This design comes from an exercise in tuning for small area on the open sky130 flow, not from production work.
In this exercise RTL edits were held to simulation tests only and were not proved equivalent to the original.
Power and IR drop assume default switching activity. The flow treats the clock pin as an ideal source, which a real chip does not have.

[config.mk]
export PLATFORM = sky130hd
export DESIGN_NAME = int_moderator
export DESIGN_NICKNAME = int_moderator
export VERILOG_FILES = /design/flow/design.v
export SDC_FILE = /design/flow/constraint.sdc
export NUM_CORES = 4
export LEC_CHECK = 0
export CAP_MARGIN = 20
export CORE_MARGIN = 2
export CORE_UTILIZATION = 45
export PLACE_DENSITY = 0.6
export SLEW_MARGIN = 20
[constraint.sdc]
create_clock -name core_clock -period 5.0 [get_ports {clk}]
set_input_delay 1.0000 -clock core_clock [delete_from_list [all_inputs] [get_ports {clk}]]
set_output_delay 1.0000 -clock core_clock [all_outputs]
set_load 0.01 [all_outputs]
[design.v]
module int_moderator #(
  parameter int unsigned COUNT = 16,
  parameter int unsigned CNT_W = 8,
  parameter int unsigned TMR_W = 16
) (
  input  logic               clk,
  input  logic               reset,
  input  logic [COUNT-1:0]   ev_pulse,
  output logic [COUNT-1:0]   int_valid,
  input  logic [COUNT-1:0]   int_ready,
  input  logic               cfg_valid,
  output logic               cfg_ready,
  input  logic [4:0]         cfg_sel,
  input  logic [CNT_W-1:0]   cfg_threshold,
  input  logic [TMR_W-1:0]   cfg_timeout,
  input  logic [TMR_W-1:0]   cfg_holdoff,
  output logic [COUNT-1:0]   ev_overflow,
  input  logic [COUNT-1:0]   ovf_clear
);
  logic [COUNT-1:0] r_valid;
  logic [COUNT-1:0] r_hold;
  logic [COUNT-1:0] r_ovf;
  logic [CNT_W-1:0] r_cntn    [COUNT];    
  logic [TMR_W-1:0] r_tmrn    [COUNT];    
  logic [CNT_W-1:0] r_nthr    [COUNT];    
  logic [TMR_W-1:0] r_timeout [COUNT];
  logic [TMR_W-1:0] r_holdoff [COUNT];
  logic [COUNT-1:0] r_tnz;                
  logic [COUNT-1:0] r_hnz;                
  assign cfg_ready   = 1'b1;
  assign int_valid   = r_valid;
  assign ev_overflow = r_ovf;
  logic [CNT_W-1:0] w_cfg_nthr;
  logic [TMR_W-1:0] w_cfg_timeout;
  logic [TMR_W-1:0] w_cfg_holdoff;
  logic             w_cfg_tnz, w_cfg_hnz;
  always_comb begin
    if (reset) begin
      w_cfg_nthr    = '1;
      w_cfg_timeout = '0;
      w_cfg_holdoff = '0;
    end else begin
      w_cfg_nthr    = (cfg_threshold == '0) ? '1 : CNT_W'(-cfg_threshold);
      w_cfg_timeout = cfg_timeout;
      w_cfg_holdoff = cfg_holdoff;
    end
  end
  assign w_cfg_tnz = (w_cfg_timeout != '0);
  assign w_cfg_hnz = (w_cfg_holdoff != '0);
  logic [7:0] w_sel_hi;
  logic [3:0] w_sel_lo;
  always_comb begin
    for (int j = 0; j < 8; j++)
      w_sel_hi[j] = reset | (cfg_valid & (cfg_sel[4:2] == 3'(j)));
    for (int j = 0; j < 4; j++)
      w_sel_lo[j] = reset | (cfg_sel[1:0] == 2'(j));
  end
  for (genvar i = 0; i < COUNT; i++) begin : g_src
    logic             ev, nz, idle, ack, zbase, sat, inc_en, ge, tnz, hnz;
    logic             tle1, t_is1, tnzero, dec_sel, dec_en, go_assert, go_hold;
    logic             s_t, s_h, s_d;
    logic [CNT_W-1:0] base, inc;
    logic [CNT_W:0]   cy;
    logic [TMR_W:0]   tog;
    logic [TMR_W-1:0] tmr, dec;
    logic             cfg_we;
    assign ev    = ev_pulse[i] & ~reset;
    logic [CNT_W-1:0] cnt;
    assign cnt   = ~r_cntn[i];
    assign nz    = (cnt != '0);
    assign idle  = ~r_valid[i] & ~r_hold[i] & ~nz;
    assign ack   = r_valid[i] & int_ready[i];
    assign zbase = ack | reset;             
    assign base  = zbase ? '0 : cnt;
    assign sat   = (base == '1);
    assign inc_en = ev & ~sat;
    assign inc   = base + CNT_W'(inc_en);
    always_comb begin
      cy[0] = ev;
      for (int k = 0; k < CNT_W; k++)
        cy[k+1] = (base[k] & r_nthr[i][k]) | ((base[k] | r_nthr[i][k]) & cy[k]);
    end
    assign ge = cy[CNT_W];
    assign tmr    = ~r_tmrn[i];
    assign tnz    = r_tnz[i];
    assign hnz    = r_hnz[i];
    assign tle1   = (tmr[TMR_W-1:1] == '0);
    assign t_is1  = tle1 & tmr[0];
    assign tnzero = ~tle1 | tmr[0];
    assign dec_sel = idle | (r_hold[i] & tle1) | (ack & ~hnz);
    assign dec_en = ~r_valid[i] & ((tnz & tnzero) | r_hold[i]);
    always_comb begin
      tog[0] = dec_en;
      for (int k = 0; k < TMR_W; k++)
        tog[k+1] = tog[k] & ~tmr[k];
    end
    assign dec = tmr ^ tog[TMR_W-1:0];
    assign s_t = dec_sel;
    assign s_h = ack & hnz;
    assign s_d = ~dec_sel & ~ack;
    always_comb begin
      go_assert = 1'b0;
      go_hold   = 1'b0;
      if (dec_sel) begin
        go_assert = ge;
      end else if (r_valid[i]) begin
        go_assert = ~ack;
        go_hold   = ack;
      end else if (r_hold[i]) begin
        go_hold   = 1'b1;
      end else begin
        go_assert = ge | (tnz & t_is1);
      end
    end
    assign cfg_we = w_sel_hi[i/4] & w_sel_lo[i%4];
    always_ff @(posedge clk) begin
      r_tmrn[i] <= ~(({TMR_W{s_t}} & r_timeout[i]) |
                     ({TMR_W{s_h}} & r_holdoff[i]) |
                     ({TMR_W{s_d}} & dec));
      r_cntn[i] <= ~inc;
      if (reset) begin
        r_valid[i] <= 1'b0;
        r_hold[i]  <= 1'b0;
        r_ovf[i]   <= 1'b0;
      end else begin
        r_valid[i] <= go_assert;
        r_hold[i]  <= go_hold;
        r_ovf[i]   <= (r_ovf[i] & ~ovf_clear[i]) | (ev & sat);
      end
      if (cfg_we) begin
        r_nthr[i]    <= w_cfg_nthr;
        r_timeout[i] <= w_cfg_timeout;
        r_holdoff[i] <= w_cfg_holdoff;
        r_tnz[i]     <= w_cfg_tnz;
        r_hnz[i]     <= w_cfg_hnz;
      end
    end
  end
endmodule
[flow/run.sh]
#!/bin/bash
# The standard layout (standard.sh), with these changes:
#  * Yosys's ABC technology mapping uses an area-oriented script
#    (flow/abc_area.script) in place of ORFS's speed script; the rest of
#    synthesis, including register mapping, is unchanged.
#  * the port buffers that global placement inserts are buf_1 cells.
#  * CTS clusters more sinks per leaf buffer and inserts no dummy loads.
# standard.sh writes every tool's log under orfs/logs; its own output goes
# to standard.log here.
set -e
cp standard.sh standard_sh_copy.txt
rm -rf scripts_area
cp -r "$FLOW_HOME/scripts" scripts_area
cp flow/abc_area.script scripts_area/abc_speed.script
export SCRIPTS_DIR="$PWD/scripts_area"
export BUFFER_PORTS_ARGS="-buffer_cell sky130_fd_sc_hd__buf_1"
export CTS_ARGS="-sink_clustering_enable -repair_clock_nets -dont_use_dummy_load -sink_clustering_size 29 -sink_clustering_max_diameter 130"
bash standard.sh > standard.log 2>&1
[flow/abc_area.script]
&get -n
&st
&dch -f
&nf -a -F 8 -A 8 -R 1000
&put
topo
stime -c
dnsize -c
[standard.sh]
#!/bin/bash
# synth_recipe.tcl (not shown) runs the flow's synth.tcl, then flattens the netlist and writes it again
# the make line also repeats each setting of config.mk as NAME=value (left out here)
make -C /OpenROAD-flow-scripts/flow DESIGN_CONFIG=/design/flow/config.mk WORK_HOME=/design/flow/orfs CLKGATE_MAP_FILE= SYNTH_SCRIPT=/design/flow/synth_recipe.tcl "${@:-finish}"
==> results of run 1 <==
[area by class of cell]
class                   instances  area share
inverters                      49     0.00398
repair buffers                210      0.0241
diodes                          9    0.000487
multi-input cells            1930       0.290
flip-flops and latches       1104       0.624
well taps                    1254      0.0339
clock buffers                  44      0.0238
[worst min path at each step]
| stage | endpoint | cells past startpoint |
|---|---|---|
| after floorplan | r_tmrn[0][15] | 1 |
| after global placement | r_tmrn[13][4] | 1 |
| after detailed placement | r_tmrn[14][13] | 1 |
| after CTS | r_tmrn[4][0] | 1 |
| after global routing | r_tmrn[4][0] | 1 |
| final | r_tmrn[4][0] | 1 |
[power groups by stage]
stage	Sequential, mW	Clock, mW	Combinational [mW]
2_1_floorplan	11.4	0	1.40
3_3_place_gp	11.5	0	2.06
3_5_place_dp	11.6	0	2.12
4_1_cts	11.4	4.29	2.13
5_1_grt	11.5	4.58	2.40
6_report	11.4	4.18	2.11
[metrics by stage]
step / utilization / power, mW / instances / hold slack, ps / setup WS [ps]
final: 0.497 / 17.7 / 4600 / 351 / 274
after global routing: 0.497 / 18.5 / 4591 / 374 / 10.5
after CTS: 0.496 / 17.8 / 4591 / 347 / 152
after detailed placement: 0.485 / 13.7 / 4547 / 424 / 267
after global placement: 0.484 / 13.6 / 4547 / 419 / 335
after floorplan: - / 12.8 / 3084 / 416 / 899
[routing by layer]
layer | vias to the layer above | wire (um)
li1 | 12348 | -
met1 | 13035 | 45600
met2 | 689 | 45100
met3 | 157 | 5360
met4 | 4 | 3070
met5 | - | 23
[flip-flops by register name, summed over array words and instances (netlist names)]
name and flops:
r_timeout 256, r_tmrn 256, r_ovf 16, r_nthr 128
r_holdoff 256, r_valid 16, r_hnz 16, r_tnz 16
r_hold 16, r_cntn 128
[cell usage after synthesis]
cell type  instances  area [sq um]
xnor2_1           41           359
o21ai_0           76           380
edfxtp_1         672         20200
nor3b_1            2          15.0
conb_1             1          3.75
o21a_1             1          7.51
nand2b_1           5          31.3
or3_1              2          12.5
nor3_1            64           320
xor2_1            68           596
nand4_1           82           513
nor2_1           473          1780
ha_1             273          3420
nand3b_1           5          37.5
nor4_1            49           307
a31oi_1           15          93.8
a21boi_0           1          7.51
nor4b_1            9          78.8
buf_4              1          7.51
a211oi_1           3          22.5
clkinv_1          49           184
o211a_1            5          50.1
o311a_1            1          10.0
a22oi_1            9          67.6
mux2i_1            4          40.0
maj3_1            60           601
dfxtp_1          432          8650
a21oi_1           90           450
a221oi_1         256          2240
a21o_1             1          7.51
o22ai_1           29           181
and3_1            32           200
nand3_1           71           355
nand2_1          110           413
nor2b_1           92           576
[critical path, delay by kind of cell (launching register included)]
kind / cells / cell delay [ps]
fa+ha+maj: 15 / 2790
simple gates: 5 / 950
flops: 1 / 380
compound gates: 2 / 370
xor+xnor: 1 / 150
[logic make-up after synthesis]
kind of cell | Yosys count | share of synthesized area
flip-flops | 1104 | 0.683
AND/OR/NAND/NOR | 996 | 0.110
AO/OA/AOI/OAI | 487 | 0.0835
adder cells (fa/ha/maj) | 333 | 0.0952
XOR/XNOR | 109 | 0.0226
buffers and inverters | 50 | 0.00454
multiplexers | 4 | 0.000949
other | 1 | 0.0000889
[what timing repair did]
action,4_1_cts,5_1_grt
endpoints found under the hold margin,0,0
endpoints found under the setup margin,0,5
gates resized for setup,0,4
hold buffers,0,0
==> flow_summary.json, run 1 <==
{
  "clkLatencyLatePin_ps": 630,
  "hpwlAfterDp_um": 62000,
  "final.setup.tns_ps": 0,
  "worstSetupStartpointType": "register",
  "internal_power_mw": 13.3,
  "power.switching_mw": 4.40,
  "cts_tree": "done",
  "fin_crit_ps": 4730,
  "antenna_found_initial": 10,
  "io_pins": 129,
  "hold_violations": 0,
  "h-tree-depth": 2,
  "coreArea_sq_mm": 0.0930,
  "crit_slowest_cell": "nor4_1",
  "reg2reg_from": "r_tmrn[4][15]",
  "viasPerCell": 5.70,
  "final_area_sq_mm": 0.0462,
  "use_met1": 0.291,
  "worstRegToRegCells": 23,
  "die_width_um": 310,
  "clockPowerShare": 0.236,
  "final_common_cell": "edfxtp_1",
  "rows": 112,
  "grt_max_degree": 43,
  "wirelength_um": 99200,
  "final_cell_mix": "672 x edfxtp_1, 457 x nor2_1, 432 x dfxtp_1",
  "use_met3": 0.0280,
  "maxCapViolCount": 0,
  "via_count": 26233,
  "syn-num-nets": 3453,
  "crit_start": "r_tmrn[4][15]",
  "post_cts_buffers": 0,
  "power.leakage_nw": 16.5,
  "ys_ff_latch": 1104,
  "outcome": "finished clean",
  "worst_setup_path_end_kind": "register",
  "min_from": "r_holdoff[4][0]",
  "cp_slowest_stage_delay_ps": 560,
  "grt_pass1_wl_um": 148000,
  "p_comb_frac": 0.119,
  "critical_path_arrival_ps": 5270,
  "tightest_slew_ps": 1020,
  "swShare": 0.249,
  "cts-root-buf": "clkbuf_16",
  "required_ps": 5540,
  "grt_util_met2": 0.324,
  "multi_input_area_sq_mm": 0.0134,
  "wl_per_cell_um": 21.6,
  "cp-endpoint": "r_tmrn[4][15]",
  "max_freq_mhz": 212,
  "grt_pass1_vias": 25434,
  "syn_avg_cell_area_sq_um": 13.7,
  "skew_ps": 70.2,
  "gp_congestion": 0.824,
  "regArea_sq_mm": 0.0288,
  "io_buffers": 127,
  "num-nets-final": 3708,
  "rr_endpoint": "r_tmrn[4][15]",
  "grt_usage": 0.204,
  "grt_remaining_overflow": 0,
  "synth.distinct_cells": 35,
  "ys_warn_count": 6,
  "final_antenna_net_count": 0,
  "cts_buffer_depth": 3,
  "seq_power_share": 0.644,
  "n_fill_cell": 7992,
  "maxSlewHeadroom": 0.314,
  "drv_slew": 0,
  "drtPass1Iterations": 5,
  "syn_inst": 3084,
  "place_area_sq_mm": 0.0451,
  "die_area_sq_mm": 0.0962,
  "setup_viol": 0,
  "crit_type": "register to register",
  "clkTransAtPathRegs_ps": 110,
  "netlist_area_sq_mm": 0.0422,
  "crit_chain": "nand3_1 > nor4_1 > nand2_1 > a21oi_1 > nor2_1 > ha_1 > ha_1 > ha_1 > ha_1 > ha_1 > ha_1 > ha_1 > ha_1 > ha_1 > ha_1 > ha_1 > ha_1 > ha_1 > ha_1 > ha_1 > xor2_1 > nor2_1 > a221oi_1",
  "rsz0062_at_grt": "no",
  "min_period_over_period": 0.945,
  "p_per_area_mw_per_mm2": 382,
  "die_h_um": 310,
  "initial_utilization": 0.453,
  "reg2reg_slack_ps": 270,
  "cts_buffers": 44,
  "ir_worst_vdd_mv": 0.225,
  "critPathMaxFanout": 3,
  "area_delta_synth_final_pct": 9.59,
  "gr-max-usage-layer": "met2",
  "cts_num_sinks": 1104,
  "hold_class": "register to register",
  "drt_iter0_markers": 2041,
  "route.detailed.drc": 0,
  "yosysSeqAreaShare": 0.683,
  "layout-drive-gt1-share": 0.0551,
  "cpMostUsedCell": "ha_1"
}
==> run 2, diff against run 1 <==
--- a/flow/run.sh
+++ b/flow/run.sh
@@ -14,5 +14,5 @@
 cp flow/abc_area.script scripts_area/abc_speed.script
 export SCRIPTS_DIR="$PWD/scripts_area"
 export BUFFER_PORTS_ARGS="-buffer_cell sky130_fd_sc_hd__buf_1"
-export CTS_ARGS="-sink_clustering_enable -repair_clock_nets -dont_use_dummy_load -sink_clustering_size 29 -sink_clustering_max_diameter 130"
+export CTS_ARGS="-sink_clustering_enable -repair_clock_nets -dont_use_dummy_load -sink_clustering_size 31 -sink_clustering_max_diameter 130"
 bash standard.sh > standard.log 2>&1
==> run 2 against run 1 <==
Against the previous run: maximum frequency rose by 1.1%; non-clock buffer count did not move; synthesized cell count did not move; still clean on timing, DRC and antenna; largest power group unchanged; synthesized area did not move; flip-flop and latch count did not move; critical path type unchanged; clock power fell by 2%; register-to-register slack improved by 50 ps; via count rose by 0.21%; first-iteration DRC count rose by 14%; cell count fell by 0.22%.
==> flow_summary.json, run 2 <==
{
  "holdPathEnd": "r_tmrn[13][5]",
  "viasPerCell": 5.73,
  "num-nets-final": 3705,
  "hold_violations": 0,
  "final_area_sq_mm": 0.0461,
  "fin_crit_ps": 4670,
  "cts_buffers": 41,
  "reg2reg_from": "r_tmrn[14][15]",
  "syn_inst": 3084,
  "grt_remaining_overflow": 0,
  "final_antenna_net_count": 0,
  "rsz0062_at_grt": "no",
  "yosys_most_used_dff": "edfxtp_1",
  "cts-root-buf": "clkbuf_16",
  "setup_viol": 0,
  "antenna_found_initial": 12,
  "skew_ps": 33.0,
  "whs_path_depth": 1,
  "h-tree-depth": 2,
  "regArea_sq_mm": 0.0288,
  "cts-resized-gates": 0,
  "cp_slowest_stage_delay_ps": 620,
  "final.setup.tns_ps": 0,
  "cts_buffer_depth": 3,
  "placedCellCount": 4547,
  "outcome": "finished clean",
  "synth.top_cell.area_share": 0.478,
  "route.met2.wl_um": 45100,
  "swShare": 0.251,
  "reg2reg_slack_ps": 330,
  "netlist_area_sq_mm": 0.0422,
  "max_freq_mhz": 214,
  "maxCapViolCount": 0,
  "path_buf_inv": 0,
  "synth_enable_flop_cells": 672,
  "holdWs_ps": 430,
  "met3_wirelength_um": 5700,
  "via_count": 26289,
  "syn_avg_cell_area_sq_um": 13.7,
  "io_pins": 129,
  "post_cts_buffers": 0,
  "cpMostUsedCell": "ha_1",
  "crit_slowest_cell": "nor4_1",
  "grt_pass1_wl_um": 149000,
  "area_delta_synth_final_pct": 9.37,
  "maxSlewHeadroom": 0.316,
  "yosysSeqAreaShare": 0.683,
  "n_fill_cell": 7997,
  "final_common_cell": "edfxtp_1",
  "internal_power_mw": 13.2,
  "final_core_util": 0.496,
  "stdcell_count": 4590,
  "largestRegisters": "r_holdoff: 256 flops, r_timeout: 256 flops, r_tmrn: 256 flops",
  "crit_chain": "nand3_1 > nor4_1 > nand2_1 > a21oi_1 > nor2_1 > ha_1 > ha_1 > ha_1 > ha_1 > ha_1 > ha_1 > ha_1 > ha_1 > ha_1 > ha_1 > ha_1 > ha_1 > ha_1 > ha_1 > ha_1 > xor2_1 > nor2_1 > a221oi_1",
  "critical_path_arrival_ps": 5210,
  "p_comb_frac": 0.120,
  "required_ps": 5540,
  "m1WireLength_um": 45700,
  "seq_power_share": 0.647,
  "crit_type": "register to register",
  "tightest_slew_ps": 1020,
  "yosys.area.top_type": "edfxtp_1",
  "pre_cts_slack_ps": 267,
  "power.switching_mw": 4.42,
  "drtPass1Iterations": 5,
  "worstRegToRegCells": 23,
  "wl_per_cell_um": 21.7,
  "synth_most_common_cell": "edfxtp_1",
  "synth.distinct_cells": 35,
  "route.detailed.drc": 0,
  "synth_area_leaders": "edfxtp_1 48%, dfxtp_1 20%, ha_1 8.1%",
  "ir_worst_vdd_mv": 0.211,
  "min_from": "r_holdoff[13][5]",
  "setup_slack_ps": 325,
  "synthTopCellsByCount": "672 x edfxtp_1, 473 x nor2_1, 432 x dfxtp_1",
  "drv_slew": 0,
  "power.leakage_nw": 16.5,
  "min_period_over_period": 0.935,
  "p_per_area_mw_per_mm2": 381,
  "critPathMaxFanout": 3,
  "io_buffers": 127,
  "cts_tree": "done",
  "initial_utilization": 0.453,
  "rr_endpoint": "r_tmrn[14][15]",
  "hpwlAfterDp_um": 62000,
  "die_area_sq_mm": 0.0962,
  "rows": 112,
  "layout-drive-gt1-share": 0.0543,
  "p_total_mw": 17.6,
  "clkLatencyLatePin_ps": 620,
  "top_layer": "met5",
  "multi_input_area_sq_mm": 0.0134,
  "holdBufCountCts": 0,
  "worstSetupStartpointType": "register",
  "cts_num_sinks": 1104,
  "ys_ff_latch": 1104,
  "synth_async_sr_flop_share": 0,
  "syn-num-nets": 3453,
  "place_area_sq_mm": 0.0451,
  "clockPowerShare": 0.233,
  "die_width_um": 310,
  "grt_usage": 0.205,
  "coreArea_sq_mm": 0.0930,
  "grt_pass1_vias": 25445,
  "ys_warn_count": 6,
  "final_cell_mix": "672 x edfxtp_1, 457 x nor2_1, 432 x dfxtp_1",
  "worst_setup_path_end_kind": "register",
  "drt_iter0_markers": 2325,
  "grt_max_degree": 43,
  "cp_top_family": "adder cells",
  "die_h_um": 310,
  "wirelength_um": 99800,
  "clkTransAtPathRegs_ps": 120,
  "hold_class": "register to register",
  "gp_congestion": 0.824
}
run 2: cell count changes in the layout (fill, tap and decap cells not counted):
cell	before	now
diode_2	9	2
clkbuf_16	44	41
run 2: logic make-up (layout without fill, tap and decap cells):
logic type | count (synthesis) | after routing | synth area share
flops | 1104 | 1104 | 0.683
simple gates | 996 | 996 | 0.110
xor+xnor | 109 | 109 | 0.0226
fa+ha+maj | 333 | 333 | 0.0952
other cells | 1 | 3 | 0.0000889
compound gates | 487 | 487 | 0.0835
mux | 4 | 4 | 0.000949
buf+inv | 50 | 300 | 0.00454
run 2: routing by layer:
layer / vias to the layer above / track usage
met1: 13089 / 0.291
met5: - / 0
met2: 730 / 0.326
met3: 153 / 0.0260
li1: 12313 / -
met4: 4 / 0.0702
run 2: how the worst max path moves through the flow:
| stage | from | slack, ps | endpoint | cells past startpoint |
|---|---|---|---|---|
| 3_3_place_gp | r_tmrn[14][15] | 340 | r_tmrn[14][15] | 23 |
| 4_1_cts | r_tmrn[1][7] | 200 | r_tmrn[1][15] | 23 |
| 6_report | r_tmrn[14][15] | 330 | r_tmrn[14][15] | 23 |
| 3_5_place_dp | r_tmrn[1][2] | 270 | r_tmrn[1][15] | 23 |
| 2_1_floorplan | r_tmrn[2][8] | 900 | r_tmrn[2][15] | 23 |
| 5_1_grt | r_tmrn[0][3] | 8 | r_tmrn[0][15] | 23 |
run 2: layout make-up:
type	instances	share of cell area
repair buffers	210	0.0242
diodes	2	0.000108
inverters	49	0.00399
well taps	1254	0.0340
flip-flops and latches	1104	0.625
multi-input cells	1930	0.291
clock buffers	41	0.0222
run 2: power by group through the flow:
stage / sequential (mW) / clock [mW] / combinational, mW
CTS: 11.4 / 4.19 / 2.13
finish: 11.4 / 4.09 / 2.11
global route: 11.5 / 4.47 / 2.41
floorplan: 11.4 / 0 / 1.40
detailed placement: 11.6 / 0 / 2.12
global placement: 11.5 / 0 / 2.06

==> static timing again, ports no longer ideal <==
The results above use ideal ports. As a check the final layouts listed here were re-extracted and re-timed, cells and wires unchanged. Step 1 sets driving cells, clkbuf_16 on the clock port and buf_2 on the other inputs (assumed; they add their load-dependent delay and slew). Step 2, shift: input delay + t, output delay - t, t = (earliest + latest rising clock arrival at the registers) / 2. This alone moves slack from input paths to output paths. Three values: ideal, step 1, step 2; two values: the first two.
| run | t, ns | slack for setup (ns) | worst data-port slew with drivers (ns) |
|---|---|---|---|
| run 1 | 0.662 | 0.274 / 0.274 / 0.274 | 0.13 |
| run 2 | 0.672 | 0.325 / 0.325 / 0.325 | 0.13 |
After both steps setup and hold are still met in every run listed.
